This is an optimization exercise on Yosys and OpenROAD, whose aim is small area, not a production implementation.
The RTL was checked by simulation tests, not by an equivalence proof against the original design.
Power is estimated from default activity; no workload was simulated.

## run 1
==> flow/design.v <==
module regfile_sb_lhold (
  input  logic reset,
  input  logic db,
  input  logic eb,
  input  logic da,
  input  logic ea,
  output logic sh
);
  assign sh = ~((db & eb) | (da & ea) | reset);
endmodule
module regfile_sb_lane (
  input  logic       clk,
  input  logic       sb,
  input  logic       sa,
  input  logic       sh,
  input  logic [7:0] xb,
  input  logic [7:0] xa,
  output logic [7:0] q
);
  always_ff @(posedge clk)
    q <= ~(({8{sb}} & xb) | ({8{sa}} & xa) | ({8{sh}} & q));
endmodule
module regfile_sb_ao3n (
  input  logic [2:0] s,
  input  logic [2:0] d,
  output logic       y
);
  assign y = ~|(s & d);
endmodule
module regfile_sb_nand2 (input logic a, input logic b, output logic y);
  assign y = ~(a & b);
endmodule
module regfile_sb_nand3 (input logic a, input logic b, input logic c, output logic y);
  assign y = ~(a & b & c);
endmodule
module regfile_sb_nand4 (input logic a, input logic b, input logic c, input logic d,
                         output logic y);
  assign y = ~(a & b & c & d);
endmodule
module regfile_sb_rdout (
  input  logic [2:0] p,
  input  logic       pp,
  input  logic       byb,
  input  logic       bya,
  input  logic       byp,
  input  logic       wb,
  input  logic       wa,
  output logic       o
);
  logic nm, t;
  assign nm = ~((|p) ^ pp);
  assign t  = ~((byb & wb) | (bya & wa));
  assign o  = ~(t & (nm | byp));
endmodule
module regfile_sb_rdbit (
  input  logic [30:0] sel,
  input  logic [30:0] d,
  input  logic        byb,
  input  logic        bya,
  input  logic        byp,
  input  logic        pp,
  input  logic        wb,
  input  logic        wa,
  output logic        o
);
  logic [10:0] l;
  logic [2:0]  p;
  genvar i;
  for (i = 0; i < 10; i++) begin : g_leaf
    regfile_sb_ao3n u_ao (.s(sel[3*i +: 3]), .d(d[3*i +: 3]), .y(l[i]));
  end
  regfile_sb_nand2 u_n30 (.a(sel[30]), .b(d[30]), .y(l[10]));
  regfile_sb_nand4 u_p0 (.a(l[0]), .b(l[1]), .c(l[2]), .d(l[3]), .y(p[0]));
  regfile_sb_nand4 u_p1 (.a(l[4]), .b(l[5]), .c(l[6]), .d(l[7]), .y(p[1]));
  regfile_sb_nand3 u_p2 (.a(l[8]), .b(l[9]), .c(l[10]), .y(p[2]));
  regfile_sb_rdout u_out (.p(p), .pp(pp), .byb(byb), .bya(bya), .byp(byp), .wb(wb), .wa(wa), .o(o));
endmodule
module regfile_sb #(
  parameter int DATA_W   = 32,
  parameter int ADDR_W   = 5,
  parameter int ZERO_REG = 1
) (
  input  logic                  clk,
  input  logic                  reset,
  input  logic [ADDR_W-1:0]     ra1,
  input  logic [ADDR_W-1:0]     ra2,
  output logic [DATA_W-1:0]     rd1,
  output logic [DATA_W-1:0]     rd2,
  output logic                  rbusy1,
  output logic                  rbusy2,
  input  logic                  wea,
  input  logic                  web,
  input  logic [ADDR_W-1:0]     waa,
  input  logic [ADDR_W-1:0]     wab,
  input  logic [DATA_W-1:0]     wda,
  input  logic [DATA_W-1:0]     wdb,
  input  logic [DATA_W/8-1:0]   bea,
  input  logic [DATA_W/8-1:0]   beb,
  input  logic                  iss_en,
  input  logic [ADDR_W-1:0]     iss_addr,
  output logic [2**ADDR_W-1:0]  busy_vec
);
  localparam int NREG = 2**ADDR_W;
  localparam int NB   = DATA_W/8;
  localparam int R0   = (ZERO_REG != 0) ? 1 : 0;
  localparam int NS   = NREG - R0;    
  logic [NREG-1:0] decA, decB, decI, dec1, dec2;
  always_comb begin
    for (int r = 0; r < NREG; r++) begin
      decA[r] = wea    && (waa      == ADDR_W'(r));
      decB[r] = web    && (wab      == ADDR_W'(r));
      decI[r] = iss_en && (iss_addr == ADDR_W'(r));
      dec1[r] = (ra1 == ADDR_W'(r));
      dec2[r] = (ra2 == ADDR_W'(r));
    end
  end
  logic anyA, anyB;
  assign anyA = |bea;
  assign anyB = |beb;
  logic          same;
  logic [NB-1:0] ea;
  assign same = web && (waa == wab);
  assign ea   = bea & ~({NB{same}} & beb);
  logic ph;
  always_ff @(posedge clk)
    ph <= reset | ~ph;
  logic [DATA_W-1:0] xb, xa;
  always_comb begin
    for (int b = 0; b < DATA_W; b++) begin
      xb[b] = beb[b/8] & (wdb[b] ^ ph);
      xa[b] = ea[b/8]  & (wda[b] ^ ph);
    end
  end
  logic [NS-1:0] hb, ha;
  always_comb begin
    for (int r = 0; r < NS; r++) begin
      hb[r] = decB[r + R0] & ~reset;
      ha[r] = decA[r + R0] & ~reset;
    end
  end
  logic [DATA_W-1:0] q [NS];
  logic [NS-1:0]     busy;
  genvar gr, gk;
  generate
    for (gr = 0; gr < NS; gr++) begin : g_reg
      localparam int R = gr + R0;
      for (gk = 0; gk < NB; gk++) begin : g_lane
        logic sh;
        regfile_sb_lhold u_hold (
          .reset (reset),
          .db    (hb[gr]),
          .eb    (beb[gk]),
          .da    (ha[gr]),
          .ea    (ea[gk]),
          .sh    (sh)
        );
        regfile_sb_lane u_lane (
          .clk (clk),
          .sb  (hb[gr]),
          .sa  (ha[gr]),
          .sh  (sh),
          .xb  (xb[8*gk +: 8]),
          .xa  (xa[8*gk +: 8]),
          .q   (q[gr][8*gk +: 8])
        );
      end
      always_ff @(posedge clk)
        busy[gr] <= ~reset & (decI[R] |
                    (busy[gr] & ~((decA[R] & anyA) | (decB[R] & anyB))));
    end
  endgenerate
  if (R0 != 0) begin : g_bz
    assign busy_vec = {busy, 1'b0};
  end else begin : g_bnz
    assign busy_vec = busy;
  end
  logic [NS-1:0] s1, s2;
  assign s1 = dec1[NREG-1:R0];
  assign s2 = dec2[NREG-1:R0];
  logic nz1, nz2, hA1, hB1, hA2, hB2, hI1, hI2;
  assign nz1 = (R0 == 0) || (ra1 != '0);
  assign nz2 = (R0 == 0) || (ra2 != '0);
  assign hA1 = nz1 && wea && (waa == ra1);
  assign hB1 = nz1 && web && (wab == ra1);
  assign hA2 = nz2 && wea && (waa == ra2);
  assign hB2 = nz2 && web && (wab == ra2);
  assign hI1 = iss_en && (iss_addr == ra1);
  assign hI2 = iss_en && (iss_addr == ra2);
  logic pp1, pp2;
  assign pp1 = ph & nz1;
  assign pp2 = ph & nz2;
  logic [NB-1:0] byb1, bya1, byp1, byb2, bya2, byp2;
  assign byb1 = {NB{hB1}} & beb;
  assign bya1 = {NB{hA1}} & ea;
  assign byp1 = byb1 | bya1;
  assign byb2 = {NB{hB2}} & beb;
  assign bya2 = {NB{hA2}} & ea;
  assign byp2 = byb2 | bya2;
  genvar gb;
  generate
    for (gb = 0; gb < DATA_W; gb++) begin : g_bit
      logic [NS-1:0] col;
      for (gr = 0; gr < NS; gr++) begin : g_col
        assign col[gr] = q[gr][gb];
      end
      regfile_sb_rdbit u_rd1 (
        .sel(s1), .d(col), .byb(byb1[gb/8]), .bya(bya1[gb/8]), .byp(byp1[gb/8]), .pp(pp1),
        .wb(wdb[gb]), .wa(wda[gb]), .o(rd1[gb]));
      regfile_sb_rdbit u_rd2 (
        .sel(s2), .d(col), .byb(byb2[gb/8]), .bya(bya2[gb/8]), .byp(byp2[gb/8]), .pp(pp2),
        .wb(wdb[gb]), .wa(wda[gb]), .o(rd2[gb]));
    end
  endgenerate
  assign rbusy1 = |(s1 & busy) && !(((hA1 && anyA) || (hB1 && anyB)) && !hI1);
  assign rbusy2 = |(s2 & busy) && !(((hA2 && anyA) || (hB2 && anyB)) && !hI2);
endmodule
Settings: LEC_CHECK=0, CAP_MARGIN=20, CELL_PAD_IN_SITES_DETAIL_PLACEMENT=1, CELL_PAD_IN_SITES_GLOBAL_PLACEMENT=1, CORE_MARGIN=2, CORE_UTILIZATION=25, PLACE_DENSITY=0.4, SETUP_SLACK_MARGIN=0.5, SLEW_MARGIN=20, SYNTH_HIERARCHICAL=1, SYNTH_MINIMUM_KEEP_SIZE=0; clock period 8.0 ns.
standard.sh (not shown) runs the stock make flow with config.mk's settings and CLKGATE_MAP_FILE= SYNTH_SCRIPT=/design/flow/synth_recipe.tcl, a recipe that flattens the netlist after the stock synthesis.
==> flow/flow/run.sh <==
#!/bin/bash
set -euo pipefail
bash standard.sh \
  "BUFFER_PORTS_ARGS=-buffer_cell sky130_fd_sc_hd__buf_1" \
  "CTS_ARGS=-sink_clustering_enable -repair_clock_nets -dont_use_dummy_load -buf_list sky130_fd_sc_hd__clkbuf_8 -sink_clustering_size 20 -sink_clustering_max_diameter 50" \
  finish > flow_make.log 2>&1
The following lists how run 2 was set up differently from run 1:
Settings: setting CTS_BUF_LIST to sky130_fd_sc_hd__clkbuf_8 for the first time; setting CTS_CLUSTER_DIAMETER to 50 for the first time; setting CTS_CLUSTER_SIZE to 20 for the first time.
==> flow/run.sh (new file) <==
#!/bin/bash
# synth_recipe.tcl (not shown) runs the flow's synth.tcl, then flattens the netlist and writes it again
# the make line also repeats each setting of config.mk as NAME=value (left out here)
make -C /OpenROAD-flow-scripts/flow DESIGN_CONFIG=/design/flow/config.mk WORK_HOME=/design/flow/orfs CLKGATE_MAP_FILE= SYNTH_SCRIPT=/design/flow/synth_recipe.tcl finish
removed: flow/flow/run.sh
removed: flow/standard.sh
### Flow results
Delta (run 2 minus run 1): number of filler instances in the final layout lower; number of buffer and inverter instances along the worst setup path higher; flip-flop and latch count roughly the same; clock power higher.
--- input diff run 2..run 3 ---
Settings: clearing CTS_CLUSTER_DIAMETER, which used to be 50; clearing CTS_BUF_LIST, which used to be sky130_fd_sc_hd__clkbuf_8; clearing CTS_CLUSTER_SIZE, which used to be 20; swapping 0.4 for 0.45 in PLACE_DENSITY.
==> flow/flow/run.sh (new file) <==
#!/bin/bash
set -euo pipefail
bash standard.sh \
  "BUFFER_PORTS_ARGS=-buffer_cell sky130_fd_sc_hd__buf_1" \
  "CTS_ARGS=-sink_clustering_enable -repair_clock_nets -dont_use_dummy_load -buf_list sky130_fd_sc_hd__clkbuf_8 -sink_clustering_size 20 -sink_clustering_max_diameter 50" \
  finish > flow_make.log 2>&1
==> flow/standard.sh (new file) <==
#!/bin/bash
# synth_recipe.tcl (not shown) runs the flow's synth.tcl, then flattens the netlist and writes it again
# the make line also repeats each setting of config.mk as NAME=value (left out here)
make -C /OpenROAD-flow-scripts/flow DESIGN_CONFIG=/design/flow/config.mk WORK_HOME=/design/flow/orfs CLKGATE_MAP_FILE= SYNTH_SCRIPT=/design/flow/synth_recipe.tcl "${@:-finish}"
removed: flow/run.sh
--- outcome ---
Cmp run 3 vs run 2: setup slack higher in run 3
Between run 3 and run 2, it is run 3 whose first-pass GRT wire length is lower, by about 5%.
Detailed-route wire length per cell, run 2 and run 3, higher one = run 2.
[inputs] run 4 vs run 3
--- a/flow/flow/run.sh
+++ b/flow/flow/run.sh
@@ -5,2 +5,3 @@
   "CTS_ARGS=-sink_clustering_enable -repair_clock_nets -dont_use_dummy_load -buf_list sky130_fd_sc_hd__clkbuf_8 -sink_clustering_size 20 -sink_clustering_max_diameter 50" \
+  RECOVER_POWER=100 \
   finish > flow_make.log 2>&1
[summary]
- Fmax: run 4 vs run 3 down 6.6%
- Against run 3, run 4 reports a slew at the pin with the worst max-slew slack that is higher.
- Compared with run 3, run 4 shows a lower signed area change from the synthesized netlist to the final layout.
- Going from run 3 to run 4, power shrinks by 0.34%.
- Run 4 ran in full, but the layout does not pass; the checks complain about max-capacitance violations, max-slew violations.
- Run 3 ended up with rd2[31] as its end point of the critical path; run 4 ended up with rd1[12].
> inputs changed (run 4 -> run 5)
Settings: changing CAP_MARGIN from 20 to 10; changing SLEW_MARGIN from 20 to 10.
--- a/flow/flow/run.sh
+++ b/flow/flow/run.sh
@@ -5,3 +5,2 @@
   "CTS_ARGS=-sink_clustering_enable -repair_clock_nets -dont_use_dummy_load -buf_list sky130_fd_sc_hd__clkbuf_8 -sink_clustering_size 20 -sink_clustering_max_diameter 50" \
-  RECOVER_POWER=100 \
   finish > flow_make.log 2>&1
==> comparison <==
Run 5: flow completed, timing, DRC and antenna clean
Run 4 was smaller in final cell area than run 5.
Filler cell count in the final layout ended up 0.90% lower on run 5 than on run 4.
Run 5 vs. run 4: placement-stage cell area saw little to no change; clock network power share saw an increase.
For the total power per unit cell area, run 5 came in 1.6 mW/mm2 lower than run 4 did.
According to the power report, total power for run 5 is higher than for run 4.
Per the comparison of run 5 with run 4, inverter count of the layout excluding clock inverters held steady; slew at the pin with the worst max-slew slack shrank by 1570 ps; cell count held steady; final critical path time including I/O delays and setup shrank by 480 ps.

[port drivers added, routing unchanged]
Ports are ideal in the flow. The routed layouts listed here were re-timed in OpenROAD. Step 1: set_driving_cell puts a clkbuf_16 on clk and a buf_2 on each other input, an assumption about the parent block. Step 2 also shifts input and output timing later by t, the mid clock arrival at the registers, as if the neighbouring blocks saw the same clock. a / b / c = ideal ports / drivers / drivers and shift; a / b = the first two.
run	t, ns	setup WS [ns]	worst hold slack (ns)	worst setup path at the end
run 1	1.020	0.838 / 0.812 / 0.812	0.469 / 0.469 / 0.469	input to output
run 2	1.067	0.479 / 0.415 / 0.415	0.472 / 0.472 / 0.472	input to output
run 3	1.014	0.835 / 0.809 / 0.809	0.471 / 0.471 / 0.471	input to output
run 4	1.007	0.332 / 0.268 / -0.395	0.471 / 0.471 / 0.471	input to register
run 5	1.014	0.814 / 0.776 / 0.776	0.471 / 0.471 / 0.471	input to output
For run 4, which loses most, drivers alone change the setup slack by -0.064 ns; drivers and shift together by -0.727 ns.
